Context: an optimization exercise on an open-source flow, tuned for small area. The choices shown serve that exercise and are no tape-out recipe. Only simulation tests tie the RTL to the original design; equivalence was not proved. Power is estimated from default activity; no workload was simulated.

## upcoin_top
module upcoin_top (
  input  logic clk,
  input  logic block_load,
  input  logic sck,
  input  logic sdi,
  output logic sdo,
  output logic done
);
  logic        sck_s1, sck_s2;
  logic        sdi_s1;
  logic        sck_rise, sck_fall;
  logic [3:0]  p;          
  logic        run;        
  logic [2:0]  rev;        
  logic [8:0]  cnt;        
  logic [1:0]  pc;         
  logic [2:0]  pb;         
  logic        nb;         
  logic        nb_d;
  sha256_pkg::word_t win [0:15];
  sha256_pkg::word_t a, b, c, d, e, f, g, h;
  assign sck_rise = sck_s1 & ~sck_s2;
  assign sck_fall = ~sck_s1 & sck_s2;
  always_ff @(posedge clk or negedge block_load) begin
    if (!block_load) begin
      sck_s1 <= 1'b0;
      sck_s2 <= 1'b0;
    end else begin
      sck_s1 <= sck;
      sck_s2 <= sck_s1;
    end
  end
  logic round, sched, fin, init;
  logic ins, ins_last, accept;
  logic [1:0] pc_left;
  logic [9:0] cnt_next;
  logic       finish, pre_finish;
  assign init  = ~run & ~done;
  assign round = run & ~rev[2];
  assign sched = round & (rev[1:0] != 2'd3);
  assign fin   = run & rev[2] & ~p[3];
  assign accept   = sck_rise & ~((cnt[8:5] == 4'd15) & ({1'b0, cnt[4:0]} + {4'd0, pc} >= 6'd32));
  assign ins      = init & (p == cnt[8:5]) & pc[1];
  assign finish     = run & rev[2] & (p == 4'd8);
  assign pre_finish = run & rev[2] & (p == 4'd7);
  ...
For scale: roughly 2,700 cells after synthesis, about 6 I/O pins, ~0.033 mm^2 of cells after synthesis.
==> flow/config.mk <==
export PLATFORM = sky130hd
export DESIGN_NAME = upcoin_top
export DESIGN_NICKNAME = upcoin_top
export VERILOG_FILES = /design/flow/design.v
export SDC_FILE = /design/flow/constraint.sdc
export NUM_CORES = 4
export LEC_CHECK = 0
export CAP_MARGIN = 20
export CORE_MARGIN = 2
export CORE_UTILIZATION = 65
export CTS_BUF_LIST = sky130_fd_sc_hd__clkbuf_16
export CTS_CLUSTER_DIAMETER = 80
export CTS_CLUSTER_SIZE = 26
export SLEW_MARGIN = 20
export SYNTH_HIERARCHICAL = 1
export SYNTH_MINIMUM_KEEP_SIZE = 0
==> flow/constraint.sdc <==
create_clock -name core_clock -period 10.0 [get_ports {clk}]
set_input_delay 2.0000 -clock core_clock [delete_from_list [all_inputs] [get_ports {clk}]]
set_output_delay 2.0000 -clock core_clock [all_outputs]
set_load 0.01 [all_outputs]
standard.sh (not shown) runs the stock make flow with config.mk's settings and CLKGATE_MAP_FILE= SYNTH_SCRIPT=/design/flow/synth_recipe.tcl, a recipe that flattens the netlist after the stock synthesis.
==> flow/flow/run.sh <==
#!/bin/bash
set -euo pipefail
cd "$(dirname "$0")/.."
export CTS_ARGS="-sink_clustering_enable -repair_clock_nets -dont_use_dummy_load -buf_list sky130_fd_sc_hd__clkbuf_16 -sink_clustering_size 26 -sink_clustering_max_diameter 80"
bash standard.sh > standard_flow.log 2>&1
The baseline finished clean.
Then changed:
--- a/flow/design.v
+++ b/flow/design.v
@@ -60,24 +60,42 @@
         gg[i] = gg[i] | (pp[i] & gg[i-l]);
         pp[i] = pp[i] & pp[i-l];
       end
     end
     for (int l = word_w / 4; l >= 1; l = l / 2) begin
       for (int i = 3 * l - 1; i < word_w; i = i + 2 * l) begin
         gg[i] = gg[i] | (pp[i] & gg[i-l]);
         pp[i] = pp[i] & pp[i-l];
       end
     end
     add = x ^ y ^ {gg[word_w-2:0], 1'b0};
   endfunction
+  function automatic logic [word_w-1:0] add_ci(input logic [word_w-1:0] x, input logic [word_w-1:0] y, input integer bs);
+    logic [word_w-1:0] s0;
+    logic c, cin, t;
+    cin = 1'b0;
+    for (int j = 0; j < word_w; j = j + bs) begin
+      c = 1'b0;
+      for (int i = j; i < j + bs && i < word_w; i++) begin
+        s0[i] = x[i] ^ y[i] ^ c;
+        c = (x[i] & y[i]) | (c & (x[i] ^ y[i]));
+      end
+      t = 1'b1;
+      for (int i = j; i < j + bs && i < word_w; i++) begin
+        add_ci[i] = s0[i] ^ (cin & t);
+        t = t & s0[i];
+      end
+      cin = c | (cin & t);
+    end
+  endfunction
 endpackage
 `default_nettype wire
 `default_nettype none
 module sha256_csa (
   input  sha256_pkg::word_t x,
   input  sha256_pkg::word_t y,
   input  sha256_pkg::word_t z,
   output sha256_pkg::word_t s,
   output sha256_pkg::word_t c
 );
   assign s = x ^ y ^ z;
   assign c = (x & y) | (x & z) | (y & z);
@@ -162,25 +180,25 @@
     nb     <= nb_d;
     if (ins) pb[0] <= pb[2];
     if (accept) pb[pc_left] <= sdi_s1;
   end
   assign nb_d = (p[2:0] + cnt[7:5] == 3'd0) ? a[~cnt[4:0]] : nb;
   sha256_pkg::word_t next_word, ins_word, win_in;
   sha256_pkg::word_t n2_w, n4_w, v1_w, m2_w, q2_w, e2_w, a2_w, a4_w;
   sha256_pkg::word_t n1, n2, n3, n4;
   sha256_csa csa_n1_i (.x(sha256_pkg::small_sigma1(win[14])), .y(win[9]), .z(sha256_pkg::small_sigma0(win[1])), .s(n1), .c(n2_w));
   assign n2 = {n2_w[30:0], 1'b0};
   sha256_csa csa_n3_i (.x(n1), .y(n2), .z(win[0]), .s(n3), .c(n4_w));
   assign n4 = {n4_w[30:0], 1'b0};
-  assign next_word = sha256_pkg::add(n3, n4);
+  assign next_word = sha256_pkg::add_ci(n3, n4, 16);
   assign ins_word  = {win[0][29:0], pb[0], pb[1]};
   assign win_in    = sched ? next_word : (ins ? ins_word : win[0]);
   always_ff @(posedge clk) begin
     for (int i = 0; i < 15; i++) win[i] <= win[i+1];
     win[15] <= win_in;
   end
   sha256_pkg::word_t kc, dg, u1, v1, m1, m2, q1, q2, e1, e2, a1, a2, a3, a4;
   sha256_pkg::word_t a_rnd, a_in, e_in;
   sha256_pkg::word_t kt;
   logic [2:0] hi;
   wire [5:0] t = {rev[1:0], p};
   wire t0=t[0], t1=t[1], t2=t[2], t3=t[3], t4=t[4], t5=t[5];
@@ -820,25 +838,25 @@
   sha256_csa csa_u1_i (.x(sha256_pkg::big_sigma1(e)), .y(sha256_pkg::ch(e, f, g)), .z(win[0]), .s(u1), .c(v1_w));
   assign v1 = {v1_w[30:0], 1'b0};
   sha256_csa csa_m1_i (.x(h), .y(u1), .z(v1), .s(m1), .c(m2_w));
   assign m2 = {m2_w[30:0], 1'b0};
   sha256_csa csa_q1_i (.x(m1 & {32{round}}), .y(m2 & {32{round}}), .z(kc), .s(q1), .c(q2_w));
   assign q2 = {q2_w[30:0], 1'b0};
   sha256_csa csa_e1_i (.x(dg), .y(q1), .z(q2), .s(e1), .c(e2_w));
   assign e2 = {e2_w[30:0], 1'b0};
   sha256_csa csa_a1_i (.x(q1), .y(q2), .z(sha256_pkg::big_sigma0(a)), .s(a1), .c(a2_w));
   assign a2 = {a2_w[30:0], 1'b0};
   sha256_csa csa_a3_i (.x(a1), .y(a2), .z(sha256_pkg::maj(a, b, c)), .s(a3), .c(a4_w));
   assign a4 = {a4_w[30:0], 1'b0};
-  assign e_in  = sha256_pkg::add(e1, e2);
+  assign e_in  = sha256_pkg::add_ci(e1, e2, 11);
   assign a_rnd = sha256_pkg::add(a3, a4);
   assign a_in  = round ? a_rnd : h;
   always_ff @(posedge clk) begin
     a <= a_in;
     b <= a;
     c <= b;
     d <= c;
     e <= e_in;
     f <= e;
     g <= f;
     h <= g;
   end
=> The new run went through all stages and came out clean. Sequential power barely changes. Worst hold slack is better by 14 ps. Count of clock-buffer cells in the layout does not change. Setup slack is worse by 1200 ps. Die area falls slightly. Synthesized area shrinks slightly.

-- static timing again, ports no longer ideal --
No port has a modelled driver above. Below, the same layouts with a new extraction and two added sets of constraints.
Step 1 assumes that a clkbuf_16 drives the clock port and a buf_2 every other input.
Step 2 moves the port delays by t, midway between the first and last clock arrival at a register: inputs arrive t later, outputs are due t later. That takes back most of the time a late clock gives input paths.
a / b / c = ideal ports / drivers / drivers and shift; a / b = the first two.
| run | shift t [ns] | setup slack, ns | worst slew at a driven data input, ns | pins driven straight from the clock port |
|---|---|---|---|---|
| the first run | 0.631 | 2.218 / 2.218 / 2.218 | 0.03 | 1 |
| the second run | 0.621 | 1.053 / 1.053 / 1.053 | 0.03 | 1 |
After both steps setup and hold are still met in every run listed.
